Context: an optimization exercise on an open-source flow, tuned for small area, a short achievable clock period and few clock cycles. The choices shown serve that exercise and are no tape-out recipe.
RTL that was checked went through simulation tests only; none was proved equivalent to the original.
Power figures rest on the tool's default switching activity, not on a simulated workload.

== willow ==
Design script_lexer_tokenizer_unit, start of the top module:
module script_lexer_tokenizer_unit (
    input  logic        i_clk,
    input  logic        i_rst_n,
    input  logic        i_byte_valid,
    output logic        o_byte_ready,
    input  logic [7:0]  i_byte_ch,
    input  logic        i_byte_final,
    output logic        o_tok_valid,
    input  logic        i_tok_ready,
    output logic [5:0]  o_tok_kind,
    output logic [19:0] o_tok_start,
    output logic [19:0] o_tok_len,
    output logic [15:0] o_tok_line,
    output logic [15:0] o_tok_col,
    output logic [7:0]  o_tok_bad,
    output logic        o_tok_last
);
    localparam [19:0] POS_CAP  = 20'hFFFFF;
    localparam [15:0] LINE_CAP = 16'hFFFF;
    localparam [5:0] K_LPAREN  = 6'd0;
    localparam [5:0] K_RPAREN  = 6'd1;
    localparam [5:0] K_LBRACE  = 6'd2;
    localparam [5:0] K_RBRACE  = 6'd3;
    localparam [5:0] K_COMMA   = 6'd4;
    localparam [5:0] K_DOT     = 6'd5;
    localparam [5:0] K_MINUS   = 6'd6;
    localparam [5:0] K_PLUS    = 6'd7;
    localparam [5:0] K_SEMI    = 6'd8;
    localparam [5:0] K_SLASH   = 6'd9;
    localparam [5:0] K_STAR    = 6'd10;
    localparam [5:0] K_BANG    = 6'd11;
    localparam [5:0] K_EQUAL   = 6'd13;
    localparam [5:0] K_GREATER = 6'd15;
    localparam [5:0] K_LESS    = 6'd17;
    localparam [5:0] K_IDENT   = 6'd19;
    localparam [5:0] K_STRING  = 6'd20;
    localparam [5:0] K_NUMBER  = 6'd21;
  ...
Size: about 1300 cells after synthesis, roughly 130 flip-flops, roughly 9200 um2 of cells after synthesis.
Settings: LEC_CHECK=0, ABC_AREA=1, CAP_MARGIN=20, CORE_MARGIN=2, CORE_UTILIZATION=40, SLEW_MARGIN=20; clock period 11.0 ns.
standard.sh (not shown) runs the stock make flow with config.mk's settings and CLKGATE_MAP_FILE= SYNTH_SCRIPT=/design/flow/synth_recipe.tcl, a recipe that flattens the netlist after the stock synthesis.
==> flow/flow/run.sh <==
#!/bin/bash
# Standard layout (the standard.sh: ORFS synthesis to finish, same clock and
# constraints), with these changes to how the layout is made:
#  - the port buffers that ORFS inserts are plain buffers (buf_1) rather than the
#    delay cell ORFS picks by default; every port still gets its own buffer;
#  - ORFS's timing repair aims for more setup slack than the clock needs;
#  - clock tree: clkbuf_8 buffers, larger sink clusters, no dummy loads.
set -euo pipefail
export SETUP_SLACK_MARGIN=7.25
export BUFFER_PORTS_ARGS="-buffer_cell sky130_fd_sc_hd__buf_1"
export CTS_ARGS="-sink_clustering_enable -repair_clock_nets -buf_list sky130_fd_sc_hd__clkbuf_8 -sink_clustering_size 30 -sink_clustering_max_diameter 100 -dont_use_dummy_load"
bash standard.sh > standard_flow.log 2>&1
Testbench counts of willow, summed over its fixed seeds: cycles 22,580.
Inputs modified between willow and umber:
--- a/flow/design.v
+++ b/flow/design.v
@@ -773,17 +773,18 @@
             end
         end
     end
     wire [19:0] pos_i  = pos_sat ? r_pos : r_pos + 20'd1;
     wire [19:0] len_i  = pos_sat ? r_len : r_len + 20'd1;
     wire [15:0] col_i  = col_sat ? r_col : r_col + 16'd1;
     wire [15:0] line_i = line_sat ? r_line : r_line + 16'd1;
-    wire [19:0] n_pos  = clr ? 20'd0 : adv ? pos_i : r_pos;
-    wire [15:0] n_col  = clr ? 16'd0 : col_set1 ? 16'd1 : adv ? col_i : r_col;
-    wire [15:0] n_line = clr ? 16'd1 : line_adv ? line_i : r_line;
+    wire        clr_any = clr || !i_rst_n;
+    wire [19:0] n_pos  = clr_any ? 20'd0 : adv ? pos_i : r_pos;
+    wire [15:0] n_col  = clr_any ? 16'd0 : col_set1 ? 16'd1 : adv ? col_i : r_col;
+    wire [15:0] n_line = clr_any ? 16'd1 : line_adv ? line_i : r_line;
     wire [19:0] n_len  = len_ld ? {19'd0, len_v} : len_adv ? len_i : r_len;
     wire accept = i_byte_valid && !r_bvb;
     wire a_free = !r_bv || consume;             
     wire q_free = stall ? !r_bv : a_free;
     function automatic term_of(input [3:0] m, input [7:0] ch);
         case (m)
             S_OP:     term_of = (ch != "=");
@@ -827,19 +828,20 @@
         if (accept) begin
             r_chb  <= i_byte_ch;
             r_finb <= i_byte_final;
         end
         if (!stall) r_lout <= n_pend ? n_plast : x_last;
     end
     always_ff @(posedge i_clk) begin
-        if (!i_rst_n) begin
-            r_mode <= S_IDLE; r_pend <= 1'b0; r_errh <= 1'b0; r_post <= 1'b0; r_endp <= 1'b0;
-            r_pos <= '0; r_line <= 16'd1; r_col <= '0;
-        end else if (!stall) begin
-            r_mode <= n_mode; r_pend <= n_pend; r_errh <= n_errh; r_post <= n_post; r_endp <= n_endp;
+        if (!stall || !i_rst_n) begin
+            r_mode <= i_rst_n ? n_mode : S_IDLE;
+            r_pend <= i_rst_n && n_pend;
+            r_errh <= i_rst_n && n_errh;
+            r_post <= i_rst_n && n_post;
+            r_endp <= i_rst_n && n_endp;
             r_pos <= n_pos; r_line <= n_line; r_col <= n_col;
         end
     end
     always_ff @(posedge i_clk) begin
         if (!stall) begin
             r_plast <= n_plast; r_kind <= n_kind; r_trie <= n_trie; r_len <= n_len;
             if (tb_ld) r_tb <= r_pos;
--- outcome ---
umber completed every stage of the flow, and the final layout passed the timing, design-rule and antenna checks. [compare] base=willow new=umber: routed wire length roughly the same, part of the total power dissipated in combinational logic lower, relative contribution of the clock network to total power lower, non-clock buffer count lower. umber against willow: area share of fa/ha/maj cells after synthesis has remained practically unchanged, synthesized cell area has increased, highest clock rate has decreased. The standby leakage power number comes out higher for umber vs willow. Against willow, umber comes in 5.4 points higher on sequential share of layout area.
No functional check of the RTL was part of umber.

---

## run A
script_lexer_tokenizer_unit, a different RTL version from the one above (not shown whole).
Size in the first run: roughly 1300 cells after synthesis, ~140 flip-flops, roughly 100 I/O pins.
==> flow/config.mk <==
export PLATFORM = sky130hd
export DESIGN_NAME = script_lexer_tokenizer_unit
export DESIGN_NICKNAME = script_lexer_tokenizer_unit
export VERILOG_FILES = /design/flow/design.v
export SDC_FILE = /design/flow/constraint.sdc
export NUM_CORES = 4
export LEC_CHECK = 0
export ABC_AREA = 1
export CAP_MARGIN = 20
export CORE_MARGIN = 2
export CORE_UTILIZATION = 40
export SLEW_MARGIN = 20
==> flow/constraint.sdc <==
create_clock -name core_clock -period 11.0 [get_ports {i_clk}]
set_input_delay 2.2000 -clock core_clock [delete_from_list [all_inputs] [get_ports {i_clk}]]
set_output_delay 2.2000 -clock core_clock [all_outputs]
set_load 0.01 [all_outputs]
==> flow/flow/run.sh <==
#!/bin/bash
# Standard layout (the standard.sh: ORFS synthesis to finish, same clock and
# constraints), with these changes to how the layout is made:
#  - the port buffers that ORFS inserts are plain buffers (buf_1) rather than the
#    delay cell ORFS picks by default; every port still gets its own buffer;
#  - ORFS's timing repair aims for more setup slack than the clock needs;
#  - clock tree: clkbuf_8 buffers, larger sink clusters, no dummy loads.
set -euo pipefail
export SETUP_SLACK_MARGIN=7.0
export BUFFER_PORTS_ARGS="-buffer_cell sky130_fd_sc_hd__buf_1"
export CTS_ARGS="-sink_clustering_enable -repair_clock_nets -buf_list sky130_fd_sc_hd__clkbuf_8 -sink_clustering_size 30 -sink_clustering_max_diameter 100 -dont_use_dummy_load"
bash standard.sh > standard_flow.log 2>&1
Relative to run A, the following input files were edited for run B:
--- a/flow/design.v
+++ b/flow/design.v
@@ -768,20 +768,24 @@
                 if (!hold) begin
                     if (r_fin) begin
                         n_post = 1'b1; n_plast = 1'b0;
                     end else consume = 1'b1;
                 end
             end
         end
     end
-    wire [19:0] n_pos  = clr ? 20'd0 : r_pos + {19'd0, adv && !pos_sat};
-    wire [15:0] n_col  = clr ? 16'd0 : col_set1 ? 16'd1 : r_col + {15'd0, adv && !col_sat};
-    wire [15:0] n_line = clr ? 16'd1 : r_line + {15'd0, line_adv && !line_sat};
-    wire [19:0] n_len  = len_ld ? {19'd0, len_v} : r_len + {19'd0, len_adv && !pos_sat};
+    wire [19:0] pos_i  = pos_sat ? r_pos : r_pos + 20'd1;
+    wire [19:0] len_i  = pos_sat ? r_len : r_len + 20'd1;
+    wire [15:0] col_i  = col_sat ? r_col : r_col + 16'd1;
+    wire [15:0] line_i = line_sat ? r_line : r_line + 16'd1;
+    wire [19:0] n_pos  = clr ? 20'd0 : adv ? pos_i : r_pos;
+    wire [15:0] n_col  = clr ? 16'd0 : col_set1 ? 16'd1 : adv ? col_i : r_col;
+    wire [15:0] n_line = clr ? 16'd1 : line_adv ? line_i : r_line;
+    wire [19:0] n_len  = len_ld ? {19'd0, len_v} : len_adv ? len_i : r_len;
     wire       accept = i_byte_valid && !r_bv2;
     wire       a_free = !r_bv || consume;    
     wire       x_bv   = a_free ? r_bv1 : 1'b1;
     wire [7:0] x_ch   = a_free ? r_ch1 : r_ch;
     wire       x_fin  = a_free ? r_fin1 : r_fin;
     logic x_term, x_closable;
     always_comb begin
         x_term = 1'b0;
### Flow results
Run A has a higher combinational group share of total power than run B. Run B reports its cell with the largest stage delay on the worst path as clkinvlp_4 while run A reports edfxtp_1. Changes observed in run B relative to run A: clock period minus final worst setup slack dropped 220 ps, leakage power figure went down 0.29 nW, design area went down. | met2 track utilization from global routing | run B vs run A | 1.9 points lower |. Run B against run A: clock network power share increased by 0.5 points relative to the old numbers, routed wire length fell about 4.6%, weighted congestion reported at the end of routability-driven placement up 0.010.
Testbench counts of run B, summed over its fixed seeds: cycles 22,586.
No functional check of the RTL was part of run A.

---

Setup of rev 12:
script_lexer_tokenizer_unit, a different RTL version from the one above (not shown whole).
Size: ~1300 cells after synthesis, about 140 flip-flops, roughly 100 I/O pins, ~0.0093 sq mm of cells after synthesis.
Settings: LEC_CHECK=0, ABC_AREA=1, CAP_MARGIN=20, CORE_MARGIN=2, CORE_UTILIZATION=55, PLACE_DENSITY=0.75, SLEW_MARGIN=20; clock period 11.0 ns.
==> flow/flow/run.sh <==
#!/bin/bash
# Standard layout (the standard.sh: ORFS synthesis to finish, same clock and
# constraints), with these changes to how the layout is made:
#  - the port buffers that ORFS inserts are plain buffers (buf_1) rather than the
#    delay cell ORFS picks by default; every port still gets its own buffer;
#  - ORFS's timing repair aims for more setup slack than the clock needs;
#  - clock tree: clkbuf_8 buffers, larger sink clusters, no dummy loads.
set -euo pipefail
export SETUP_SLACK_MARGIN=7.25
export BUFFER_PORTS_ARGS="-buffer_cell sky130_fd_sc_hd__buf_1"
export CTS_ARGS="-sink_clustering_enable -repair_clock_nets -buf_list sky130_fd_sc_hd__clkbuf_8 -sink_clustering_size 30 -sink_clustering_max_diameter 100 -dont_use_dummy_load"
bash standard.sh > standard_flow.log 2>&1
Rev 12 finished all stages; the layout is clean.
### rev 12 -> rev 13
--- a/flow/design.v
+++ b/flow/design.v
@@ -622,24 +622,23 @@
     logic [KW_W-1:0] r_trie, n_trie;
     logic [19:0] r_tb, r_len, r_pos;
     logic [15:0] r_line, r_col;
     logic        r_errh, n_errh;     
     logic        consume;
     wire [7:0] c        = r_ch;
-    logic [9:0] r_cls;
-    wire       c_dig    = r_cls[0];
-    wire       c_alp    = r_cls[1];
+    wire       c_dig    = is_digit(c);
+    wire       c_alp    = is_alpha(c);
     wire       c_aln    = c_dig || c_alp;
-    wire       c_single = r_cls[2];
-    wire       c_op     = r_cls[3];
-    wire       c_slash  = r_cls[4];
-    wire       c_quote  = r_cls[5];
-    wire       c_nl     = r_cls[6];
-    wire       c_ws     = r_cls[7];
-    wire       c_eq     = r_cls[8];
-    wire       c_dot    = r_cls[9];
+    wire       c_single = is_single(c);
+    wire       c_op     = (c == "!") || (c == "=") || (c == "<") || (c == ">");
+    wire       c_slash  = (c == "/");
+    wire       c_quote  = (c == "\"");
+    wire       c_nl     = (c == 8'h0A);
+    wire       c_ws     = (c == " ") || (c == 8'h0D) || (c == 8'h09);
+    wire       c_eq     = (c == "=");
+    wire       c_dot    = (c == ".");
     wire       c_err    = !(c_single || c_op || c_slash || c_quote || c_nl || c_ws || c_aln);
     wire        pos_sat  = &r_pos;
     wire        col_sat  = &r_col;
     wire        line_sat = &r_line;
     logic adv, len_adv, line_adv, tb_ld, len_ld, len_v, col_set1, clr;
     logic terminates, closable;
@@ -808,31 +807,25 @@
     wire x_close_i  = accept && term_of(n_mode, i_byte_ch);
     wire x_close    = a_free && (r_bvb ? x_close_b : x_close_i);
     wire x_last_b   = !r_finb && !tokbyte_of(r_chb);
     wire x_last_i   = !i_byte_final && !tokbyte_of(i_byte_ch);
     wire x_last     = x_close && (n_mode != S_INTDOT) && (r_bvb ? x_last_b : x_last_i);
     assign o_byte_ready = !r_bvb;
-    wire [7:0] a_in = r_bvb ? r_chb : i_byte_ch;    
     always_ff @(posedge i_clk) begin
         if (!i_rst_n) begin
             r_bv <= 1'b0; r_bvb <= 1'b0; r_vout <= 1'b0;
         end else begin
             if (q_free) r_bv <= r_bvb || accept;
             r_bvb <= !q_free && (r_bvb || accept);
             if (!stall) r_vout <= n_pend || x_close || (n_post && x_closable);
         end
     end
     always_ff @(posedge i_clk) begin
         if (q_free) begin
-            r_ch  <= a_in;
+            r_ch  <= r_bvb ? r_chb : i_byte_ch;
             r_fin <= r_bvb ? r_finb : i_byte_final;
-            r_cls <= {a_in == ".", a_in == "=",
-                      (a_in == " ") || (a_in == 8'h0D) || (a_in == 8'h09), a_in == 8'h0A,
-                      a_in == "\"", a_in == "/",
-                      (a_in == "!") || (a_in == "=") || (a_in == "<") || (a_in == ">"),
-                      is_single(a_in), is_alpha(a_in), is_digit(a_in)};
         end
         if (accept) begin
             r_chb  <= i_byte_ch;
             r_finb <= i_byte_final;
         end
         if (!stall) r_lout <= n_pend ? n_plast : x_last;
Findings:
Comparing the two runs side by side, rev 13 comes out behind rev 12 on routed wire length. Hold slack: rev 13 and rev 12 compared, higher one is rev 13. Result for rev 13 and rev 12: all clean. Per the comparison of rev 13 with rev 12, initial standard-cell utilization of the core went down by 0.46 points; total power now larger; wire length of the first global-routing pass lower. On clock share of power, the higher figure sits with rev 12, not rev 13. Looking only at buffer and inverter count on the worst path, and setting everything else aside, the higher value of rev 13 and rev 12 goes to rev 13. Clock skew: rev 13 vs rev 12 down 0.0094 ns.
Testbench counts of rev 13, summed over its fixed seeds: cycles 22,580.
Function not checked in rev 12: the RTL went through the layout flow alone.

---

Another version of the RTL of script_lexer_tokenizer_unit (not shown whole).
Size: roughly 1300 cells after synthesis, ~130 flip-flops, roughly 0.0090 mm^2 of cells after synthesis.
// script_lexer_tokenizer_unit
module script_lexer_tokenizer_unit (
    input  logic        i_clk,
    input  logic        i_rst_n,
    input  logic        i_byte_valid,
    output logic        o_byte_ready,
    input  logic [7:0]  i_byte_ch,
    input  logic        i_byte_final,
    output logic        o_tok_valid,
    input  logic        i_tok_ready,
    output logic [5:0]  o_tok_kind,
    output logic [19:0] o_tok_start,
    output logic [19:0] o_tok_len,
    output logic [15:0] o_tok_line,
    output logic [15:0] o_tok_col,
    output logic [7:0]  o_tok_bad,
    output logic        o_tok_last
);
Settings: LEC_CHECK=0, ABC_AREA=1, CAP_MARGIN=20, CORE_MARGIN=2, CORE_UTILIZATION=40, PLACE_DENSITY=0.75, SLEW_MARGIN=20; clock period 11.0 ns.
==> flow/flow/run.sh <==
#!/bin/bash
# Standard layout (the standard.sh: ORFS synthesis to finish, same clock and
# constraints), with these changes to how the layout is made:
#  - the port buffers that ORFS inserts are plain buffers (buf_1) rather than the
#    delay cell ORFS picks by default; every port still gets its own buffer;
#  - ORFS's timing repair aims for more setup slack than the clock needs;
#  - clock tree: clkbuf_8 buffers, larger sink clusters, no dummy loads.
set -euo pipefail
export SETUP_SLACK_MARGIN=7.55
export BUFFER_PORTS_ARGS="-buffer_cell sky130_fd_sc_hd__buf_1"
export CTS_ARGS="-sink_clustering_enable -repair_clock_nets -buf_list sky130_fd_sc_hd__clkbuf_8 -sink_clustering_size 30 -sink_clustering_max_diameter 100 -dont_use_dummy_load"
bash standard.sh > standard_flow.log 2>&1
Testbench counts at the start, summed over its fixed seeds: cycles 22,580.
Edit:
--- a/flow/design.v
+++ b/flow/design.v
@@ -773,17 +773,18 @@
             end
         end
     end
     wire [19:0] pos_i  = pos_sat ? r_pos : r_pos + 20'd1;
     wire [19:0] len_i  = pos_sat ? r_len : r_len + 20'd1;
     wire [15:0] col_i  = col_sat ? r_col : r_col + 16'd1;
     wire [15:0] line_i = line_sat ? r_line : r_line + 16'd1;
-    wire [19:0] n_pos  = clr ? 20'd0 : adv ? pos_i : r_pos;
-    wire [15:0] n_col  = clr ? 16'd0 : col_set1 ? 16'd1 : adv ? col_i : r_col;
-    wire [15:0] n_line = clr ? 16'd1 : line_adv ? line_i : r_line;
+    wire        clr_any = clr || !i_rst_n;
+    wire [19:0] n_pos  = clr_any ? 20'd0 : adv ? pos_i : r_pos;
+    wire [15:0] n_col  = clr_any ? 16'd0 : col_set1 ? 16'd1 : adv ? col_i : r_col;
+    wire [15:0] n_line = clr_any ? 16'd1 : line_adv ? line_i : r_line;
     wire [19:0] n_len  = len_ld ? {19'd0, len_v} : len_adv ? len_i : r_len;
     wire accept = i_byte_valid && !r_bvb;
     wire a_free = !r_bv || consume;             
     wire q_free = stall ? !r_bv : a_free;
     function automatic term_of(input [3:0] m, input [7:0] ch);
         case (m)
             S_OP:     term_of = (ch != "=");
@@ -827,19 +828,20 @@
         if (accept) begin
             r_chb  <= i_byte_ch;
             r_finb <= i_byte_final;
         end
         if (!stall) r_lout <= n_pend ? n_plast : x_last;
     end
     always_ff @(posedge i_clk) begin
-        if (!i_rst_n) begin
-            r_mode <= S_IDLE; r_pend <= 1'b0; r_errh <= 1'b0; r_post <= 1'b0; r_endp <= 1'b0;
-            r_pos <= '0; r_line <= 16'd1; r_col <= '0;
-        end else if (!stall) begin
-            r_mode <= n_mode; r_pend <= n_pend; r_errh <= n_errh; r_post <= n_post; r_endp <= n_endp;
+        if (!stall || !i_rst_n) begin
+            r_mode <= i_rst_n ? n_mode : S_IDLE;
+            r_pend <= i_rst_n && n_pend;
+            r_errh <= i_rst_n && n_errh;
+            r_post <= i_rst_n && n_post;
+            r_endp <= i_rst_n && n_endp;
             r_pos <= n_pos; r_line <= n_line; r_col <= n_col;
         end
     end
     always_ff @(posedge i_clk) begin
         if (!stall) begin
             r_plast <= n_plast; r_kind <= n_kind; r_trie <= n_trie; r_len <= n_len;
             if (tb_ld) r_tb <= r_pos;
Sequential power is higher by 22%. Wire length is lower by 0.60%. Register-to-register slack loses 0.09 ns. Synthesized area is higher by 2.7%. Die area is higher by 2.6%. Worst hold slack gains 0.015 ns. Count of clock-buffer cells in the layout is unchanged.
The RTL of the second run of this note was laid out without a check of its function.

[afterwards: timing with drivers on the ports]
In the flow no input, the clock included, has a driving cell. The finished layouts below were timed again as built, in two steps. Step 1 sets driving cells, clkbuf_16 on the clock port and buf_2 on the other inputs (assumed; they add their load-dependent delay and slew). Step 2 also shifts input and output timing later by t, the mid clock arrival at the registers, as if the neighbouring blocks saw the same clock. Three values: no drivers, after step 1, after step 2; two values: the first two.
run	t (ns)	slack for setup (ns)	worst hold slack (ns)	pins driven straight from the clock port
willow	0.473	7.357 / 7.377 / 6.904	0.486 / 0.486 / 0.486	1
umber	0.478	7.309 / 7.326 / 6.848	0.454 / 0.454 / 0.454	1
run A	0.480	7.004 / 7.004 / 6.813	0.431 / 0.431 / 0.431	1
run B	0.485	7.223 / 7.237 / 6.761	0.465 / 0.465 / 0.465	1
rev 12	0.486	7.345 / 7.304 / 7.010	0.444 / 0.444 / 0.444	1
rev 13	0.473	7.403 / 7.421 / 6.949	0.472 / 0.472 / 0.472	1
the first run of note 4	0.464	7.607 / 7.592 / 7.157	0.461 / 0.461 / 0.461	1
the second run of note 4	0.488	7.559 / 7.517 / 7.091	0.476 / 0.476 / 0.476	1
After both steps setup and hold are still met in every run listed. For the second run of note 4, which loses most, drivers alone change the setup slack by -0.042 ns; drivers and shift together by -0.468 ns.
